This design comes from an exercise in tuning for a short achievable clock period and few clock cycles on the open sky130 flow, not from production work.
Only simulation tests tie the RTL to the original design; equivalence was not proved.

==> inputs of v26 <==
==> flow/design.v <==
`default_nettype none
package isaPkg;
    typedef logic [32-1:0]      word_t;     
    typedef logic [5-1:0] regIdx_t;   
    typedef enum logic [6:0] {
        opLoad  = 7'b0000011,   
        opImm   = 7'b0010011,   
        opStore = 7'b0100011,   
        opReg   = 7'b0110011    
    } opcode_t;
    typedef enum logic [3:0] {
        aluAdd  = 4'b0000,
        aluSll  = 4'b0001,
        aluSlt  = 4'b0010,   
        aluSltu = 4'b0011,   
        aluXor  = 4'b0100,
        aluSrl  = 4'b0101,
        aluOr   = 4'b0110,
        aluAnd  = 4'b0111,
        aluSub  = 4'b1000,
        aluSra  = 4'b1101
    } aluOp_t;
endpackage
`default_nettype wire
`default_nettype none
package pipePkg;
    typedef enum logic [1:0] {
        fwdNone = 2'b00,   
        fwdWb   = 2'b01,   
        fwdMem  = 2'b10    
    } fwdSel_t;
endpackage
`default_nettype wire
`default_nettype none
module executeStage (
    input  logic          clk,
    input  isaPkg::word_t rfA,      
    input  isaPkg::word_t rfB,      
    input  isaPkg::word_t mAlu,     
    input  isaPkg::word_t mLoad,    
    input  isaPkg::word_t dImm,
    input  logic [2:0]    srcA,     
    input  logic [3:0]    srcB,     
    input  logic [6:0]    dUnit,    
    input  logic          dSub,
    input  logic          dSra,
    input  logic          dCmpS,
    output isaPkg::word_t sum,      
    output isaPkg::word_t other     
);
    localparam int U_ADD = 0;
    localparam int U_XOR = 1;
    localparam int U_OR  = 2;
    localparam int U_AND = 3;
    localparam int U_SLL = 4;
    localparam int U_SR  = 5;
    localparam int U_CMP = 6;
    function automatic isaPkg::word_t pickA(input logic en, input logic inv,
                                            input isaPkg::word_t rf, input isaPkg::word_t alu,
                                            input isaPkg::word_t ld, input logic [2:0] src);
        pickA = ({32{en & src[0] & !inv}} & rf)  | ({32{en & src[0] & inv}} & ~rf)
              | ({32{en & src[1] & !inv}} & alu) | ({32{en & src[1] & inv}} & ~alu)
              | ({32{en & src[2] & !inv}} & ld)  | ({32{en & src[2] & inv}} & ~ld);
    endfunction
    function automatic isaPkg::word_t pickB(input logic en,
                                            input isaPkg::word_t rf, input isaPkg::word_t alu,
                                            input isaPkg::word_t ld, input isaPkg::word_t imm,
                                            input logic [3:0] src);
        pickB = ({32{en & src[0]}} & rf) | ({32{en & src[1]}} & alu)
              | ({32{en & src[2]}} & ld) | ({32{en & src[3]}} & imm);
    endfunction
    logic enAdd, enLogic, enSll, enSr, enCmp;
    assign enAdd   = dUnit[U_ADD];
    assign enLogic = dUnit[U_XOR] | dUnit[U_OR] | dUnit[U_AND];
    assign enSll   = dUnit[U_SLL];
    assign enSr    = dUnit[U_SR];
    assign enCmp   = dUnit[U_CMP];
    isaPkg::word_t aA, aB;    
    logic          aSub;
    isaPkg::word_t gA, gB;    
    logic          gXor, gOr, gAnd;
    isaPkg::word_t lA;        
    logic [4:0]    lS;
    isaPkg::word_t rA;        
    logic [4:0]    rS;
    logic          rFill;
    isaPkg::word_t cA, cB;    
    logic          cSigned;
    always_ff @(posedge clk) begin
        aA      <= pickA(enAdd, dSub, rfA, mAlu, mLoad, srcA);
        aB      <= pickB(enAdd, rfB, mAlu, mLoad, dImm, srcB);
        aSub    <= dSub;
        gA      <= pickA(enLogic, 1'b0, rfA, mAlu, mLoad, srcA);
        gB      <= pickB(enLogic, rfB, mAlu, mLoad, dImm, srcB);
        gXor    <= dUnit[U_XOR];
        gOr     <= dUnit[U_OR];
        gAnd    <= dUnit[U_AND];
        lA      <= pickA(enSll, 1'b0, rfA, mAlu, mLoad, srcA);
        lS      <= 5'(pickB(enSll, rfB, mAlu, mLoad, dImm, srcB));
        rA      <= pickA(enSr, 1'b0, rfA, mAlu, mLoad, srcA);
        rS      <= 5'(pickB(enSr, rfB, mAlu, mLoad, dImm, srcB));
        rFill   <= dSra & (|({mLoad[31], mAlu[31], rfA[31]} & srcA));
        cA      <= pickA(enCmp, 1'b0, rfA, mAlu, mLoad, srcA);
        cB      <= pickB(enCmp, rfB, mAlu, mLoad, dImm, srcB);
        cSigned <= dCmpS;
    end
    function automatic isaPkg::word_t ksCarries(input isaPkg::word_t a, input isaPkg::word_t b);
        logic [31:0] pp, gg, np, ng;
        pp = a ^ b;
        gg = a & b;
        for (int k = 1; k < 32; k = k * 2) begin
            ng = gg;
            np = pp;
            for (int i = k; i < 32; i++) begin
                ng[i] = gg[i] | (pp[i] & gg[i-k]);
                np[i] = pp[i] & pp[i-k];
            end
            gg = ng;
            pp = np;
        end
        ksCarries = {gg[30:0], 1'b0};
    endfunction
    function automatic logic geu(input isaPkg::word_t a, input isaPkg::word_t b);
        logic [31:0] p, c;
        logic [15:0] p1, c1;
        logic [7:0]  p2, c2;
        logic [3:0]  p3, c3;
        logic [1:0]  p4, c4;
        p = ~(a ^ b);
        c = a;
        for (int i = 0; i < 16; i++) begin p1[i] = p[2*i+1] & p[2*i];    c1[i] = p[2*i+1] ? c[2*i] : c[2*i+1]; end
        for (int i = 0; i < 8; i++)  begin p2[i] = p1[2*i+1] & p1[2*i]; c2[i] = p1[2*i+1] ? c1[2*i] : c1[2*i+1]; end
        for (int i = 0; i < 4; i++)  begin p3[i] = p2[2*i+1] & p2[2*i]; c3[i] = p2[2*i+1] ? c2[2*i] : c2[2*i+1]; end
        for (int i = 0; i < 2; i++)  begin p4[i] = p3[2*i+1] & p3[2*i]; c4[i] = p3[2*i+1] ? c3[2*i] : c3[2*i+1]; end
        geu = p4[1] ? (p4[0] | c4[0]) : c4[1];
    endfunction
    isaPkg::word_t shl, shr, logicOut;
    logic          ltu, cmpRes;
    assign sum    = aA ^ aB ^ {32{aSub}} ^ ksCarries(aA, aB);
    assign shl    = lA << lS;
    assign shr    = isaPkg::word_t'($signed({rFill, rA}) >>> rS);
    assign ltu    = !geu(cA, cB);
    assign cmpRes = cSigned ? (ltu ^ cA[31] ^ cB[31]) : ltu;
    assign logicOut = ({32{gXor}} & (gA ^ gB)) | ({32{gOr}} & (gA | gB)) | ({32{gAnd}} & (gA & gB));
    assign other    = logicOut | shl | shr | {31'd0, cmpRes};
endmodule
`default_nettype wire
`default_nettype none
module cpuCore (
    input  logic          clk,
    input  logic          rst_n,
    output isaPkg::word_t imemAddr,
    input  isaPkg::word_t imemInsn,
    output isaPkg::word_t dmemAddr,
    output isaPkg::word_t dmemWData,
    output logic          dmemWen,
    input  isaPkg::word_t dmemRData
);
    localparam int U_ADD = 0;   
    localparam int U_XOR = 1;
    localparam int U_OR  = 2;
    localparam int U_AND = 3;
    localparam int U_SLL = 4;
    localparam int U_SR  = 5;   
    localparam int U_CMP = 6;   
    localparam int NU    = 7;
    isaPkg::word_t pc, pcNext;   
    logic          stall;        
    assign imemAddr = pc;
    always_ff @(posedge clk or negedge rst_n) begin
        if (!rst_n) begin
            pc     <= '0;
            pcNext <= 4;
        end else if (!stall) begin
            pc     <= pcNext;
            pcNext <= pcNext + 4;
        end
    end
    logic [6:0]      fOpc;
    logic [2:0]      fF3;
    logic            fAlt;
    isaPkg::regIdx_t fRs1, fRs2, fRd;
    logic            fIsImm, fIsReg, fIsAlu, fIsLw, fIsSw;
    logic            fUse1, fUse2, fWr;
    isaPkg::word_t   fImm;
    logic [NU-1:0]   fUnit;
    logic            fSub, fSra, fCmpS;
    assign fOpc   = imemInsn[6:0];
    assign fF3    = imemInsn[14:12];
    assign fAlt   = imemInsn[30];
    assign fRs1   = imemInsn[19:15];
    assign fRs2   = imemInsn[24:20];
    assign fRd    = imemInsn[11:7];
    assign fIsImm = fOpc == isaPkg::opImm;
    assign fIsReg = fOpc == isaPkg::opReg;
    assign fIsAlu = fIsImm || fIsReg;
    assign fIsLw  = fOpc == isaPkg::opLoad  && fF3 == 3'b010;
    assign fIsSw  = fOpc == isaPkg::opStore && fF3 == 3'b010;
    assign fUse1  = (fIsAlu || fIsLw || fIsSw) && fRs1 != '0;
    assign fUse2  = (fIsReg || fIsSw) && fRs2 != '0;
    assign fWr    = (fIsAlu || fIsLw) && fRd != '0;
    assign fImm   = fIsSw ? {{20{imemInsn[31]}}, imemInsn[31:25], imemInsn[11:7]}
                          : {{20{imemInsn[31]}}, imemInsn[31:20]};
    assign fUnit[U_ADD] = (fIsAlu && fF3 == 3'b000) || fIsLw || fIsSw;
    assign fUnit[U_XOR] = fIsAlu && fF3 == 3'b100;
    assign fUnit[U_OR]  = fIsAlu && fF3 == 3'b110;
    assign fUnit[U_AND] = fIsAlu && fF3 == 3'b111;
    assign fUnit[U_SLL] = fIsAlu && fF3 == 3'b001;
    assign fUnit[U_SR]  = fIsAlu && fF3 == 3'b101;
    assign fUnit[U_CMP] = fIsAlu && fF3[2:1] == 2'b01;
    assign fSub  = fIsReg && fF3 == 3'b000 && fAlt;
    assign fSra  = fAlt;          
    assign fCmpS = !fF3[0];       
    isaPkg::regIdx_t dRs1, dRs2, dRd;
    logic            dWr, dLw, dSw, dBReg;
    isaPkg::word_t   dImm;
    logic [NU-1:0]   dUnit;
    logic            dSub, dSra, dCmpS;
    logic            dSelEA, dSelMA, dSelEB, dSelMB;   
    isaPkg::regIdx_t eRd;
    logic            eWr, eLw, eSw;
    logic            nSelEA, nSelMA, nSelEB, nSelMB, nStall;
    always_comb begin
        if (stall) begin
            nSelEA = 1'b0;
            nSelEB = 1'b0;
            nSelMA = dSelEA;
            nSelMB = dSelEB;
            nStall = 1'b0;
        end else begin
            nSelEA = fUse1 && dWr && dRd == fRs1;
            nSelEB = fUse2 && dWr && dRd == fRs2;
            nSelMA = fUse1 && eWr && eRd == fRs1;
            nSelMB = fUse2 && eWr && eRd == fRs2;
            nStall = nSelEA || (nSelEB && !fIsSw);
        end
    end
    always_ff @(posedge clk or negedge rst_n) begin
        if (!rst_n) begin
            dWr    <= 1'b0;
            dLw    <= 1'b0;
            dSw    <= 1'b0;
            dUnit  <= '0;
            dSub   <= 1'b0;
            dSelEA <= 1'b0;
            dSelMA <= 1'b0;
            dSelEB <= 1'b0;
            dSelMB <= 1'b0;
            stall  <= 1'b0;
        end else begin
            dSelEA <= nSelEA;
            dSelMA <= nSelMA;
            dSelEB <= nSelEB;
            dSelMB <= nSelMB;
            stall  <= nStall;
            if (!stall) begin
                dWr   <= fWr;
                dLw   <= fIsLw;
                dSw   <= fIsSw;
                dUnit <= fUnit;
                dSub  <= fSub;
            end
        end
    end
    always_ff @(posedge clk) begin
        if (!stall) begin
            dRs1  <= fRs1;
            dRs2  <= fRs2;
            dRd   <= fRd;
            dBReg <= fIsReg;
            dImm  <= fImm;
            dSra  <= fSra;
            dCmpS <= fCmpS;
        end
    end
    isaPkg::word_t   regs [1:32-1];
    isaPkg::word_t   rfA, rfB;   
    isaPkg::word_t   memVal;
    isaPkg::regIdx_t mRd;
    logic            mWr, mLw, mWen;
    isaPkg::word_t   mR, mAddr, mS;
    always_ff @(posedge clk or negedge rst_n) begin
        if (!rst_n) begin
            for (int i = 1; i < 32; i++) regs[i] <= '0;
        end else if (mWr) begin
            regs[mRd] <= memVal;
        end
    end
    logic [32-1:0] selA, selB;
    always_ff @(posedge clk) begin
        if (!stall) begin
            selA <= (32)'(1) << fRs1;
            selB <= (32)'(1) << fRs2;
            selA[0] <= 1'b0;
            selB[0] <= 1'b0;
        end
    end
    always_comb begin
        rfA = '0;
        rfB = '0;
        for (int i = 1; i < 32; i++) begin
            rfA = rfA | ({32{selA[i]}} & regs[i]);
            rfB = rfB | ({32{selB[i]}} & regs[i]);
        end
    end
    isaPkg::word_t other;
    isaPkg::word_t oldB;
    logic [2:0]    srcA;
    logic [3:0]    srcB;
    assign srcA = {dSelMA & mLw, dSelMA & !mLw, !dSelMA};
    assign srcB = {!dBReg, dBReg & dSelMB & mLw, dBReg & dSelMB & !mLw, dBReg & !dSelMB};
    assign oldB   = dSelMB ? memVal : rfB;   
    isaPkg::word_t eS;        
    logic          eTakeM;    
    isaPkg::word_t sum;
    always_ff @(posedge clk or negedge rst_n) begin
        if (!rst_n) begin
            eWr <= 1'b0;
            eLw <= 1'b0;
            eSw <= 1'b0;
        end else begin
            eWr <= dWr && !stall;
            eLw <= dLw && !stall;
            eSw <= dSw && !stall;
        end
    end
    always_ff @(posedge clk) begin
        eRd     <= dRd;
        eS      <= oldB;
        eTakeM  <= dSelEB;
    end
    executeStage executeInst (
        .clk(clk), .rfA(rfA), .rfB(rfB), .mAlu(mAddr | mR), .mLoad(dmemRData), .dImm(dImm),
        .srcA(srcA), .srcB(srcB), 
        .dUnit(dUnit), .dSub(dSub), .dSra(dSra), .dCmpS(dCmpS),
        .sum(sum), .other(other)
    );
    always_ff @(posedge clk or negedge rst_n) begin
        if (!rst_n) begin
            mWr  <= 1'b0;
            mLw  <= 1'b0;
            mWen <= 1'b0;
        end else begin
            mWr  <= eWr;
            mLw  <= eLw;
            mWen <= eSw;
        end
    end
    always_ff @(posedge clk) begin
        mRd <= eRd;
        mR    <= other;
        mAddr <= sum;
        mS    <= eTakeM ? memVal : eS;
    end
    assign dmemAddr  = mAddr;
    assign dmemWData = mS;
    assign dmemWen   = mWen;
    assign memVal    = mLw ? dmemRData : (mAddr | mR);   
endmodule
`default_nettype wire
==> flow/run.sh <==
#!/bin/bash
# synth_recipe.tcl (not shown) runs the flow's synth.tcl, then flattens the netlist and writes it again
# the make line also repeats each setting of config.mk as NAME=value (left out here)
make -C /OpenROAD-flow-scripts/flow DESIGN_CONFIG=/design/flow/config.mk WORK_HOME=/design/flow/orfs CLKGATE_MAP_FILE= SYNTH_SCRIPT=/design/flow/synth_recipe.tcl finish
==> flow/config.mk <==
export PLATFORM = sky130hd
export DESIGN_NAME = cpuCore
export DESIGN_NICKNAME = cpuCore
export VERILOG_FILES = /design/flow/design.v
export SDC_FILE = /design/flow/constraint.sdc
export NUM_CORES = 4
export LEC_CHECK = 0
export CAP_MARGIN = 20
export CORE_MARGIN = 2
export CORE_UTILIZATION = 40
export CTS_CLUSTER_DIAMETER = 100
export CTS_CLUSTER_SIZE = 20
export SETUP_SLACK_MARGIN = 3.6
export SLEW_MARGIN = 20
==> flow/constraint.sdc <==
create_clock -name core_clock -period 6.0 [get_ports {clk}]
set_input_delay 1.2000 -clock core_clock [delete_from_list [all_inputs] [get_ports {clk}]]
set_output_delay 1.2000 -clock core_clock [all_outputs]
set_load 0.01 [all_outputs]
==> inputs of v24, as changes to v26 <==
--- a/flow/design.v
+++ b/flow/design.v
@@ -35,11 +35,6 @@
 module executeStage (
     input  logic          clk,
-    input  isaPkg::word_t rfA,      
-    input  isaPkg::word_t rfB,      
-    input  isaPkg::word_t mAlu,     
-    input  isaPkg::word_t mLoad,    
-    input  isaPkg::word_t dImm,
-    input  logic [2:0]    srcA,     
-    input  logic [3:0]    srcB,     
+    input  isaPkg::word_t oldA,     
+    input  isaPkg::word_t oldOpB,   
     input  logic [6:0]    dUnit,    
     input  logic          dSub,
@@ -56,24 +51,7 @@
     localparam int U_SR  = 5;
     localparam int U_CMP = 6;
-    function automatic isaPkg::word_t pickA(input logic en, input logic inv,
-                                            input isaPkg::word_t rf, input isaPkg::word_t alu,
-                                            input isaPkg::word_t ld, input logic [2:0] src);
-        pickA = ({32{en & src[0] & !inv}} & rf)  | ({32{en & src[0] & inv}} & ~rf)
-              | ({32{en & src[1] & !inv}} & alu) | ({32{en & src[1] & inv}} & ~alu)
-              | ({32{en & src[2] & !inv}} & ld)  | ({32{en & src[2] & inv}} & ~ld);
+    function automatic isaPkg::word_t pick(input logic en, input isaPkg::word_t old);
+        pick = {32{en}} & old;
     endfunction
-    function automatic isaPkg::word_t pickB(input logic en,
-                                            input isaPkg::word_t rf, input isaPkg::word_t alu,
-                                            input isaPkg::word_t ld, input isaPkg::word_t imm,
-                                            input logic [3:0] src);
-        pickB = ({32{en & src[0]}} & rf) | ({32{en & src[1]}} & alu)
-              | ({32{en & src[2]}} & ld) | ({32{en & src[3]}} & imm);
-    endfunction
-    logic enAdd, enLogic, enSll, enSr, enCmp;
-    assign enAdd   = dUnit[U_ADD];
-    assign enLogic = dUnit[U_XOR] | dUnit[U_OR] | dUnit[U_AND];
-    assign enSll   = dUnit[U_SLL];
-    assign enSr    = dUnit[U_SR];
-    assign enCmp   = dUnit[U_CMP];
     isaPkg::word_t aA, aB;    
     logic          aSub;
@@ -88,19 +66,19 @@
     logic          cSigned;
     always_ff @(posedge clk) begin
-        aA      <= pickA(enAdd, dSub, rfA, mAlu, mLoad, srcA);
-        aB      <= pickB(enAdd, rfB, mAlu, mLoad, dImm, srcB);
+        aA      <= {32{dUnit[U_ADD]}} & (oldA ^ {32{dSub}});
+        aB      <= pick(dUnit[U_ADD], oldOpB);
         aSub    <= dSub;
-        gA      <= pickA(enLogic, 1'b0, rfA, mAlu, mLoad, srcA);
-        gB      <= pickB(enLogic, rfB, mAlu, mLoad, dImm, srcB);
+        gA      <= pick(dUnit[U_XOR] | dUnit[U_OR] | dUnit[U_AND], oldA);
+        gB      <= pick(dUnit[U_XOR] | dUnit[U_OR] | dUnit[U_AND], oldOpB);
         gXor    <= dUnit[U_XOR];
         gOr     <= dUnit[U_OR];
         gAnd    <= dUnit[U_AND];
-        lA      <= pickA(enSll, 1'b0, rfA, mAlu, mLoad, srcA);
-        lS      <= 5'(pickB(enSll, rfB, mAlu, mLoad, dImm, srcB));
-        rA      <= pickA(enSr, 1'b0, rfA, mAlu, mLoad, srcA);
-        rS      <= 5'(pickB(enSr, rfB, mAlu, mLoad, dImm, srcB));
-        rFill   <= dSra & (|({mLoad[31], mAlu[31], rfA[31]} & srcA));
-        cA      <= pickA(enCmp, 1'b0, rfA, mAlu, mLoad, srcA);
-        cB      <= pickB(enCmp, rfB, mAlu, mLoad, dImm, srcB);
+        lA      <= pick(dUnit[U_SLL], oldA);
+        lS      <= pick(dUnit[U_SLL], oldOpB);
+        rA      <= pick(dUnit[U_SR],  oldA);
+        rS      <= pick(dUnit[U_SR],  oldOpB);
+        rFill   <= dSra & oldA[31];
+        cA      <= pick(dUnit[U_CMP], oldA);
+        cB      <= pick(dUnit[U_CMP], oldOpB);
         cSigned <= dCmpS;
     end
@@ -305,10 +283,8 @@
     end
     isaPkg::word_t other;
-    isaPkg::word_t oldB;
-    logic [2:0]    srcA;
-    logic [3:0]    srcB;
-    assign srcA = {dSelMA & mLw, dSelMA & !mLw, !dSelMA};
-    assign srcB = {!dBReg, dBReg & dSelMB & mLw, dBReg & dSelMB & !mLw, dBReg & !dSelMB};
-    assign oldB   = dSelMB ? memVal : rfB;   
+    isaPkg::word_t oldA, oldB, oldOpB;   
+    assign oldA   = dSelMA ? memVal : rfA;
+    assign oldB   = dSelMB ? memVal : rfB;
+    assign oldOpB = dBReg ? oldB : dImm;
     isaPkg::word_t eS;        
     logic          eTakeM;    
@@ -331,6 +307,5 @@
     end
     executeStage executeInst (
-        .clk(clk), .rfA(rfA), .rfB(rfB), .mAlu(mAddr | mR), .mLoad(dmemRData), .dImm(dImm),
-        .srcA(srcA), .srcB(srcB), 
+        .clk(clk), .oldA(oldA), .oldOpB(oldOpB), 
         .dUnit(dUnit), .dSub(dSub), .dSra(dSra), .dCmpS(dCmpS),
         .sum(sum), .other(other)
==> results_dict.tcl <==
set metrics [dict create \
    dpl.cell_count 9643 \
    dr_wl_met2_um 146100 \
    gp_congestion 0.9889 \
    status "timing/DRC/antenna clean" \
    fin_skew_ps 51.71 \
    total_power_mw 19.97 \
    clockPowerShare_pct 33.3 \
    die_h_um 428.3 \
]
-- figures above: v26

==> results_dict.tcl <==
set metrics [dict create \
    status "timing/DRC/antenna clean" \
    gp_congestion 0.9896 \
    max_stage_delay_ps 440 \
    die_h_um 424.4 \
    clockPowerShare_pct 33.5 \
    total_power_mw 20.22 \
    dpl.cell_count 9357 \
    dr_wl_met2_um 141800 \
    fin_skew_ps 62.32 \
]
-- figures above: v24

Testbench counts of v26, summed over its fixed seeds: cycles 42,256.
Testbench counts of v24, summed over its fixed seeds: cycles 42,256.

what the ideal ports hide:
Ports are ideal in the flow. The routed layouts listed here were re-timed in OpenROAD.
Step 1: set_driving_cell puts a clkbuf_16 on clk and a buf_2 on each other input, an assumption about the parent block.
Step 2 times the ports against the registers' clock, not the clock port: input delays grow and output delays shrink by t, the midpoint of the rising clock arrivals with the driver on.
a / b / c = no drivers / after step 1 / after step 2; a / b = the first two.
run	t (ns)	setup slack, ns	worst slew at a driven data input, ns
v26	0.853	3.269 / 3.269 / 2.711	0.10
v24	0.849	3.371 / 3.341 / 2.755	0.07
After both steps every run listed still meets setup and hold. The setup slack of v24, which loses most, moves by -0.030 ns with the drivers and by -0.616 ns with both steps.
